From an optimization exercise on the open Yosys and OpenROAD flow, aimed at small area and a short achievable clock period; shortcuts taken in it are not production practice. In this exercise RTL edits were held to simulation tests only and were not proved equivalent to the original. Power figures rest on the tool's default switching activity, not on a simulated workload.

$ cat design/flow/config.mk
export PLATFORM = sky130hd
export DESIGN_NAME = tcpStream
export DESIGN_NICKNAME = tcpStream
export VERILOG_FILES = /design/flow/design.v
export SDC_FILE = /design/flow/constraint.sdc
export NUM_CORES = 4
export LEC_CHECK = 0
export CAP_MARGIN = 20
export CORE_MARGIN = 2
export CORE_UTILIZATION = 40
export PLACE_DENSITY = 0.6
export SLEW_MARGIN = 20
$ cat design/flow/constraint.sdc
create_clock -name core_clock -period 5.5 [get_ports {CLOCK}]
set_input_delay 1.1000 -clock core_clock [delete_from_list [all_inputs] [get_ports {CLOCK}]]
set_output_delay 1.1000 -clock core_clock [all_outputs]
set_load 0.01 [all_outputs]
$ cat design/flow/design.v
`default_nettype none
package tcpStreamPkg;
	typedef logic [7:0]  byteT;
	typedef logic [31:0] ipAddrT;
	typedef logic [15:0] portT;
	typedef logic [31:0] seqNumT;
	typedef logic [15:0] lenT;
	typedef logic [5:0]  cntT;
	localparam byteT ETH_TYPE_IPV4_HI = 8'h08;
	localparam byteT ETH_TYPE_IPV4_LO = 8'h00;
	localparam byteT ETH_TYPE_VLAN_HI = 8'h81;
	localparam lenT        IP_TCP_MIN_HDR = 16'd40;	 
	localparam logic [3:0] MIN_HDR_WORDS  = 4'd5;	 
	localparam cntT MAC_BYTES      = 6'd12;	 
	localparam cntT VLAN_BYTES     = 6'd3;	 
	localparam cntT IP_FIXED_BYTES = 6'd20;
	localparam cntT TCP_PORT_BYTES = 6'd4;
	localparam cntT TCP_SEQ_BYTES  = 6'd4;
	localparam cntT TCP_ACK_BYTES  = 6'd4;
	localparam cntT TCP_REST_BYTES = 6'd6;	 
	localparam cntT IP_LEN_HI_POS = 6'd2;
	localparam cntT IP_LEN_LO_POS = 6'd3;
	localparam cntT IP_PROTO_POS  = 6'd9;
	localparam cntT IP_SRC_POS    = 6'd12;
	localparam cntT IP_DST_POS    = 6'd16;
	typedef enum logic [7:0] {
		protoTcp   = 8'd6,
		protoOther = 8'hff	 
	} ipProtoT;
	typedef enum logic [5:0] {
		stIdle,
		stMac,
		stEthTypeHi,
		stEthTypeLo,
		stVlan,
		stIpFixed,
		stIpOpt,
		stTcpPorts,
		stTcpSeq,
		stTcpAck,
		stTcpOffset,
		stTcpFlags,
		stTcpRest,
		stTcpOpt,
		stPayload
	} parseStateT;
endpackage
`default_nettype wire
`timescale 1ns/1ps
`default_nettype none
import tcpStreamPkg::*;
module frameParser (
	input  wire                  CLOCK,
	input  wire                  rst,
	input  wire                  newPkt,
	input  wire                  dataValid,
	input  wire tcpStreamPkg::byteT   data,
	input  wire tcpStreamPkg::ipAddrT srcIp,
	input  wire tcpStreamPkg::ipAddrT dstIp,
	input  wire tcpStreamPkg::portT   srcPort,
	input  wire tcpStreamPkg::portT   dstPort,
	output logic                 payValid,
	output tcpStreamPkg::byteT   payData,
	output logic                 payFirst,
	output logic                 segValid,
	output tcpStreamPkg::seqNumT segSeq,
	output logic                 segSyn,
	output tcpStreamPkg::lenT    segLen
);
	tcpStreamPkg::parseStateT state;
	tcpStreamPkg::cntT        byteCnt;
	tcpStreamPkg::cntT        fieldLen;
	logic       fieldLast;
	logic       hdrDone;
	logic [3:0] ihl;
	logic [3:0] dataOff;
	tcpStreamPkg::lenT        totalLen;
	tcpStreamPkg::ipProtoT    ipProto;
	tcpStreamPkg::seqNumT     seqReg;
	logic       synFlag;
	logic       match;		 
	logic       firstFlag;
	tcpStreamPkg::lenT        payLeft;
	tcpStreamPkg::lenT        ipOptLen;
	tcpStreamPkg::lenT        tcpOptLen;
	tcpStreamPkg::lenT        payLen;
	tcpStreamPkg::ipAddrT     addrWord;
	tcpStreamPkg::byteT       addrByte;
	tcpStreamPkg::portT       portWord;
	tcpStreamPkg::byteT       portByte;
	assign ipOptLen  = {10'd0, 4'(ihl - MIN_HDR_WORDS), 2'b00};
	assign tcpOptLen = {10'd0, 4'(dataOff - MIN_HDR_WORDS), 2'b00};
	assign payLen    = totalLen - IP_TCP_MIN_HDR - ipOptLen - tcpOptLen;
	always_comb begin
		case (state)
			stMac:      fieldLen = MAC_BYTES;
			stVlan:     fieldLen = VLAN_BYTES;
			stIpFixed:  fieldLen = IP_FIXED_BYTES;
			stIpOpt:    fieldLen = ipOptLen[5:0];
			stTcpPorts: fieldLen = TCP_PORT_BYTES;
			stTcpSeq:   fieldLen = TCP_SEQ_BYTES;
			stTcpAck:   fieldLen = TCP_ACK_BYTES;
			stTcpRest:  fieldLen = TCP_REST_BYTES;
			stTcpOpt:   fieldLen = tcpOptLen[5:0];
			default:    fieldLen = 6'd1;	 
		endcase
	end
	assign fieldLast = byteCnt == fieldLen - 1'b1;
	assign hdrDone = dataValid && !newPkt && fieldLast &&
		((state == stTcpRest && dataOff == MIN_HDR_WORDS) || state == stTcpOpt);
	assign addrWord = (byteCnt < IP_DST_POS) ? srcIp : dstIp;
	assign addrByte = addrWord[{~byteCnt[1:0], 3'b000} +: 8];
	assign portWord = byteCnt[1] ? dstPort : srcPort;
	assign portByte = portWord[{~byteCnt[0], 3'b000} +: 8];
	always_ff @(posedge CLOCK) begin
		if (rst) begin
			state     <= stIdle;
			byteCnt   <= '0;
			match     <= 1'b0;
			firstFlag <= 1'b0;
			payLeft   <= '0;
			payValid  <= 1'b0;
			segValid  <= 1'b0;
		end else begin
			payValid <= 1'b0;
			segValid <= 1'b0;
			if (newPkt) begin
				state   <= stMac;
				byteCnt <= '0;
				match   <= 1'b1;
			end else if (dataValid && state != stIdle) begin
				byteCnt <= fieldLast ? '0 : byteCnt + 1'b1;
				case (state)
					stMac:       if (fieldLast) state <= stEthTypeHi;
					stEthTypeHi: begin
						if (data == ETH_TYPE_VLAN_HI)
							state <= stVlan;
						else if (data == ETH_TYPE_IPV4_HI)
							state <= stEthTypeLo;
						else
							state <= stIdle;
					end
					stEthTypeLo: state <= (data == ETH_TYPE_IPV4_LO) ? stIpFixed : stIdle;
					stVlan:      if (fieldLast) state <= stEthTypeHi;	 
					stIpFixed: begin
						if (byteCnt >= IP_SRC_POS && data != addrByte)
							match <= 1'b0;
						if (fieldLast) begin
							if (ihl < MIN_HDR_WORDS)
								state <= stIdle;	 
							else if (ihl != MIN_HDR_WORDS)
								state <= stIpOpt;
							else
								state <= (ipProto == protoTcp) ? stTcpPorts : stIdle;
						end
					end
					stIpOpt: begin
						if (fieldLast)
							state <= (ipProto == protoTcp) ? stTcpPorts : stIdle;
					end
					stTcpPorts: begin
						if (data != portByte)
							match <= 1'b0;
						if (fieldLast) state <= stTcpSeq;
					end
					stTcpSeq:    if (fieldLast) state <= stTcpAck;
					stTcpAck:    if (fieldLast) state <= stTcpOffset;
					stTcpOffset: state <= stTcpFlags;
					stTcpFlags:  state <= stTcpRest;
					stTcpRest: begin
						if (fieldLast)
							state <= (dataOff > MIN_HDR_WORDS) ? stTcpOpt : stIdle;
					end
					stTcpOpt: ;	 
					stPayload: begin
						payValid  <= match;
						firstFlag <= 1'b0;
						payLeft   <= payLeft - 1'b1;
						if (payLeft == 16'd1) state <= stIdle;
					end
					default: state <= stIdle;
				endcase
				if (hdrDone) begin
					segValid <= match;
					if (match && payLen != '0) begin
						state     <= stPayload;
						payLeft   <= payLen;
						firstFlag <= 1'b1;
					end else begin
						state <= stIdle;
					end
				end
			end
		end
	end
	always_ff @(posedge CLOCK) begin
		if (dataValid && !newPkt) begin
			case (state)
				stIpFixed: begin
					if (byteCnt == '0) ihl <= data[3:0];
					if (byteCnt == IP_LEN_HI_POS) totalLen[15:8] <= data;
					if (byteCnt == IP_LEN_LO_POS) totalLen[7:0] <= data;
					if (byteCnt == IP_PROTO_POS)
						ipProto <= (data == 8'(protoTcp)) ? protoTcp : protoOther;
				end
				stTcpSeq:    seqReg <= {seqReg[23:0], data};	 
				stTcpOffset: dataOff <= data[7:4];
				stTcpFlags:  synFlag <= data[1];
				default: ;
			endcase
		end
		payData  <= data;
		payFirst <= firstFlag;
		if (hdrDone) begin
			segSeq <= seqReg;
			segSyn <= synFlag;
			segLen <= payLen;
		end
	end
endmodule
`default_nettype wire
`timescale 1ns/1ps
`default_nettype none
module payloadFifo #(
	parameter int fifoDepth = 64
) (
	input  wire                CLOCK,
	input  wire                rst,
	input  wire                payValid,
	input  wire tcpStreamPkg::byteT payData,
	input  wire                payFirst,
	input  wire                outReady,
	output logic               outValid,
	output tcpStreamPkg::byteT outData,
	output logic               outFirst,
	output logic               dropped
);
	localparam int ptrWidth = $clog2(fifoDepth);
	logic [8:0]          mem [fifoDepth];
	logic [ptrWidth-1:0] wrPtr;
	logic [ptrWidth-1:0] rdPtr;
	logic [ptrWidth:0]   count;
	logic full;
	logic doWrite;
	logic doRead;
	assign full    = count == (ptrWidth + 1)'(fifoDepth);
	assign doWrite = payValid && !full;
	assign outValid = count != '0;
	assign doRead  = outValid && outReady;
	assign {outFirst, outData} = mem[rdPtr];
	always_ff @(posedge CLOCK) begin
		if (doWrite)
			mem[wrPtr] <= {payFirst, payData};
	end
	always_ff @(posedge CLOCK) begin
		if (rst) begin
			wrPtr   <= '0;
			rdPtr   <= '0;
			count   <= '0;
			dropped <= 1'b0;
		end else begin
			if (doWrite) wrPtr <= wrPtr + 1'b1;	 
			if (doRead)  rdPtr <= rdPtr + 1'b1;
			case ({doWrite, doRead})
				2'b10:   count <= count + 1'b1;
				2'b01:   count <= count - 1'b1;
				default: count <= count;
			endcase
			if (payValid && full)
				dropped <= 1'b1;
		end
	end
endmodule
`default_nettype wire
`timescale 1ns/1ps
`default_nettype none
import tcpStreamPkg::*;
module seqTracker (
	input  wire                 CLOCK,
	input  wire                 rst,
	input  wire                 segValid,
	input  wire tcpStreamPkg::seqNumT segSeq,
	input  wire                 segSyn,
	input  wire tcpStreamPkg::lenT    segLen,
	output logic                gapped
);
	tcpStreamPkg::seqNumT expSeq;		 
	logic   synSeen;
	logic   seqMiss;
	assign seqMiss = segSeq != expSeq;
	always_ff @(posedge CLOCK) begin
		if (segValid) begin
			if (segSyn)
				expSeq <= segSeq + 32'd1;	 
			else
				expSeq <= segSeq + 32'(segLen);	 
		end
	end
	always_ff @(posedge CLOCK) begin
		if (rst) begin
			synSeen <= 1'b0;
			gapped  <= 1'b0;
		end else if (segValid) begin
			if (segSyn) begin
				synSeen <= 1'b1;
				gapped  <= 1'b0;
			end else begin
				gapped <= synSeen && seqMiss;
			end
		end
	end
endmodule
`default_nettype wire
`timescale 1ns/1ps
`default_nettype none
import tcpStreamPkg::*;
module tcpStream #(
	parameter int fifoDepth = 64
) (
	input  wire                  CLOCK,
	input  wire                  rst,
	input  wire                  newPkt,
	input  wire                  dataValid,
	input  wire tcpStreamPkg::byteT   data,
	input  wire tcpStreamPkg::ipAddrT srcIp,
	input  wire tcpStreamPkg::portT   srcPort,
	input  wire tcpStreamPkg::ipAddrT dstIp,
	input  wire tcpStreamPkg::portT   dstPort,
	input  wire                  outReady,
	output logic                 outValid,
	output tcpStreamPkg::byteT   outData,
	output logic                 outFirst,
	output logic                 dropped,
	output logic                 gapped
);
	logic   payValid;
	tcpStreamPkg::byteT   payData;
	logic   payFirst;
	logic   segValid;
	tcpStreamPkg::seqNumT segSeq;
	logic   segSyn;
	tcpStreamPkg::lenT    segLen;
	frameParser frameParser_i (
		.CLOCK(CLOCK), .rst(rst),
		.newPkt(newPkt), .dataValid(dataValid), .data(data),
		.srcIp(srcIp), .dstIp(dstIp), .srcPort(srcPort), .dstPort(dstPort),
		.payValid(payValid), .payData(payData), .payFirst(payFirst),
		.segValid(segValid), .segSeq(segSeq), .segSyn(segSyn), .segLen(segLen)
	);
	payloadFifo #(.fifoDepth(fifoDepth)) payloadFifo_i (
		.CLOCK(CLOCK), .rst(rst),
		.payValid(payValid), .payData(payData), .payFirst(payFirst),
		.outReady(outReady), .outValid(outValid), .outData(outData),
		.outFirst(outFirst), .dropped(dropped)
	);
	seqTracker seqTracker_i (
		.CLOCK(CLOCK), .rst(rst),
		.segValid(segValid), .segSeq(segSeq), .segSyn(segSyn), .segLen(segLen),
		.gapped(gapped)
	);
endmodule
`default_nettype wire
$ cat design/flow/run.sh
#!/bin/bash
# synth_recipe.tcl (not shown) runs the flow's synth.tcl, then flattens the netlist and writes it again
# the make line also repeats each setting of config.mk as NAME=value (left out here)
make -C /OpenROAD-flow-scripts/flow DESIGN_CONFIG=/design/flow/config.mk WORK_HOME=/design/flow/orfs CLKGATE_MAP_FILE= SYNTH_SCRIPT=/design/flow/synth_recipe.tcl finish
==> results.json <==
{
  "status": "timing/DRC/antenna clean",
  "portBuffers": 120,
  "maxCapViolCount": 0,
  "clock_sinks": 782,
  "rrSetupSlack_ns": 0.92,
  "start_kind": "flop",
  "postSynthCellCount": 1914,
  "p_switching_uw": 2510,
  "fmax_mhz": 203,
  "ios": 121,
  "drive_gt1_frac": 0.193,
  "insertion_delay_ns": 0.64,
  "worst-setup-path-type": "flop to output port",
  "worst_slack_ns": 0.580,
  "cts_buffer_depth": 3,
  "ant_nets": 0,
  "fp-row-count": 105,
  "power.leakage_uw": 0.0122,
  "cp.required_ns": 4.40,
  "p_total_uw": 12300,
  "finalCritPeriodShare": 0.894,
  "core_sq_um": 82200,
  "die_h_microns": 293,
  "grt_first_pass_wirelength_microns": 115000,
  "pwr-share-seq": 0.528,
  "cts_setup_buffers": 0,
  "yosysTopAreaCell": "edfxtp_1",
  "finalHoldViolations": 0,
  "start_util": 0.405,
  "final_cell_mix": "edfxtp_1 (715), mux4_2 (213), nor2_1 (129)",
  "area_growth_pct": 15.7,
  "crit_path_end_kind": "output port",
  "slew_headroom": 0.283,
  "dieArea_sq_um": 85600,
  "pwr-share-clk": 0.443,
  "fp.dieW_microns": 293,
  "async_flop_share": 0,
  "dp_hpwl_microns": 48600,
  "worst_hold_slack_ns": 0.349,
  "final_common_cell": "edfxtp_1",
  "vias": 18000,
  "period_minus_slack_ns": 4.92,
  "antenna_found_initial": 0,
  "overflow": 0,
  "cts-hold-fix-buffers": 0,
  "drc": 0,
  "via_per_inst": 5.62,
  "grt_pass1_vias": 18500,
  "fillers": 6940,
  "fin_tns_setup_ns": 0,
  "netlist_area_sq_um": 33300,
  "worst_pin_slew_ns": 1.07,
  "fin_area_sq_um": 38600,
  "internal_power_uw": 9800,
  "grt_max_degree": 65,
  "slew_violations": 0,
  "wirelength_microns": 75900,
  "syn-mean-instance-area_sq_um": 17.4,
  "dp_slack_ns": 0.977,
  "clk_pin_slew_ns": 0.06,
  "dpl-instance-area_sq_um": 35900,
  "post_drt_wl_per_cell_microns": 23.7,
  "firstDrtPassIters": 7,
  "path_max_fanout": 41,
  "synth.top_cell.area_share": 0.644,
  "power_density_nw_per_um2": 319,
  "tritoncts": "yes",
  "numCtsBuffers": 81,
  "synth_top_cells_by_area": "edfxtp_1 (64%), mux4_2 (14%), dfxtp_1 (4.0%)",
  "synth_seq_cells": 782,
  "rsz0062_at_grt": "false",
  "track_usage": 0.179,
  "globalplace.congestion": 0.833,
  "yosysWarnings": 3,
  "ys_types": 75,
  "clock_skew_ns": 0.0343,
  "synth_fp_nets": 2075,
  "hold_class": "flop to flop",
  "pwr-share-comb": 0.029,
  "root_buffer": "clkbuf_16",
  "ir_worst_vdd_uv": 222,
  "cts-resized-gates": 0,
  "finalSetupViolCount": 0,
  "cts.htree.levels": 3,
  "synth-edff-count": 715,
  "crit_arrival_ns": 3.82,
  "swShare": 0.204,
  "ys_seq_area_frac": 0.685,
  "ys.flop_type": "edfxtp_1",
  "nets": 2221,
  "drtIter0Drc": 1628
}
final timing paths:
kind,from,endpoint,depth (start not counted)
worst min-delay path,frameParser_i.firstFlag,frameParser_i.payFirst,0
worst min register to register,frameParser_i.firstFlag,frameParser_i.payFirst,0
worst max register to register,frameParser_i.dataOff[0],frameParser_i.state[1],16
worst max-delay path,flop,outData[3],5
final cells by class:
class	instances	area [sq um]	share of cell area
inverters	49	184	0.00477
repair buffers	153	1540	0.0400
diodes	1	2.50	0.0000649
multi-input cells	993	10000	0.260
flip-flops and latches	782	22800	0.592
well taps	1070	1340	0.0347
clock buffers	104	2160	0.0561
clock inverters	43	478	0.0124
cell usage after synthesis, types with 20 or more instances:
cell type and instances:
a21oi_1 58, buf_1 20, clkbuf_1 59, dfxtp_1 67, edfxtp_1 715, ha_1 46, inv_1 46, mux4_2 213
nand2_1 64, nand3_1 33, nand4_1 21, nor2_1 137, nor2b_1 27, nor3_1 30, nor4_1 20, o21ai_0 29
xnor2_1 42, xor2_1 66
stage by stage:
| stage | cells | util |
|---|---|---|
| 2_1_floorplan | 1914 | - |
| 3_3_place_gp | 3045 | 0.436 |
| 3_5_place_dp | 3045 | 0.436 |
| 4_1_cts | 3192 | 0.469 |
| 5_1_grt | 3194 | 0.469 |
| 6_report | 3195 | 0.469 |
kinds of logic after synthesis:
kind of cell | after synthesis | synth area share
AO/OA/AOI/OAI | 186 | 0.0371
XOR/XNOR | 108 | 0.0284
adder cells (fa/ha/maj) | 52 | 0.0209
buffers and inverters | 139 | 0.0163
flip-flops | 782 | 0.685
multiplexers | 228 | 0.149
AND/OR/NAND/NOR | 419 | 0.0641
critical path, cell delays in order, from the launching register on:
cell	delay, ns
dfxtp_4	0.63
buf_12	0.38
mux4_2	0.60
mux4_2	0.53
mux4_2	0.50
clkdlybuf4s50_1	0.51
per-layer routing:
metal  global-route usage  wire [microns]  part of all wire
met5                    0               0                 0
met4               0.0537            1770             0.023
met3               0.0363            4960             0.065
met2                0.296           37400              0.49
met1                0.239           31700              0.42
sequential cells by signal (all words and copies together), names as in the netlist, 6 cells and up, named ones only:
name                    cells
seqTracker_i.expSeq        32
frameParser_i.seqReg       32
payloadFifo_i.rdPtr         6
frameParser_i.byteCnt       6
payloadFifo_i.count         7
frameParser_i.totalLen     16
frameParser_i.payData       8
payloadFifo_i.wrPtr         6
frameParser_i.payLeft      16
frameParser_i.segSeq       32
frameParser_i.segLen       16
payloadFifo_i.mem         576
power groups by stage:
stage	combinational, uW	sequential [uW]	clock, uW
floorplan	176	6630	0
global placement	351	6620	0
detailed placement	360	6630	0
CTS	361	6500	5580
global route	391	6500	5810
finish	359	6500	5450

==> what the ideal ports hide <==
The flow's constraints put no driver on any port. The routed layout listed below was extracted and timed again, unchanged, in two steps. Step 1 sets driving cells, clkbuf_16 on the clock port and buf_2 on the other inputs (assumed; they add their load-dependent delay and slew). Step 2 times the ports against the registers' clock, not the clock port: input delays grow and output delays shrink by t, the midpoint of the rising clock arrivals with the driver on. Three values: ideal, step 1, step 2; two values: the first two.
t, ns: 0.686
slack for setup (ns): 0.580 / 0.519 / 0.920
hold WS [ns]: 0.349 / 0.349 / 0.349
slew at the worst register clock pin (ns): 0.06 / 0.06
cell pins on the clock port's net: 1
After both steps this run still meets setup and hold. The setup slack of this run moves by -0.061 ns with the drivers and by +0.340 ns with both steps.
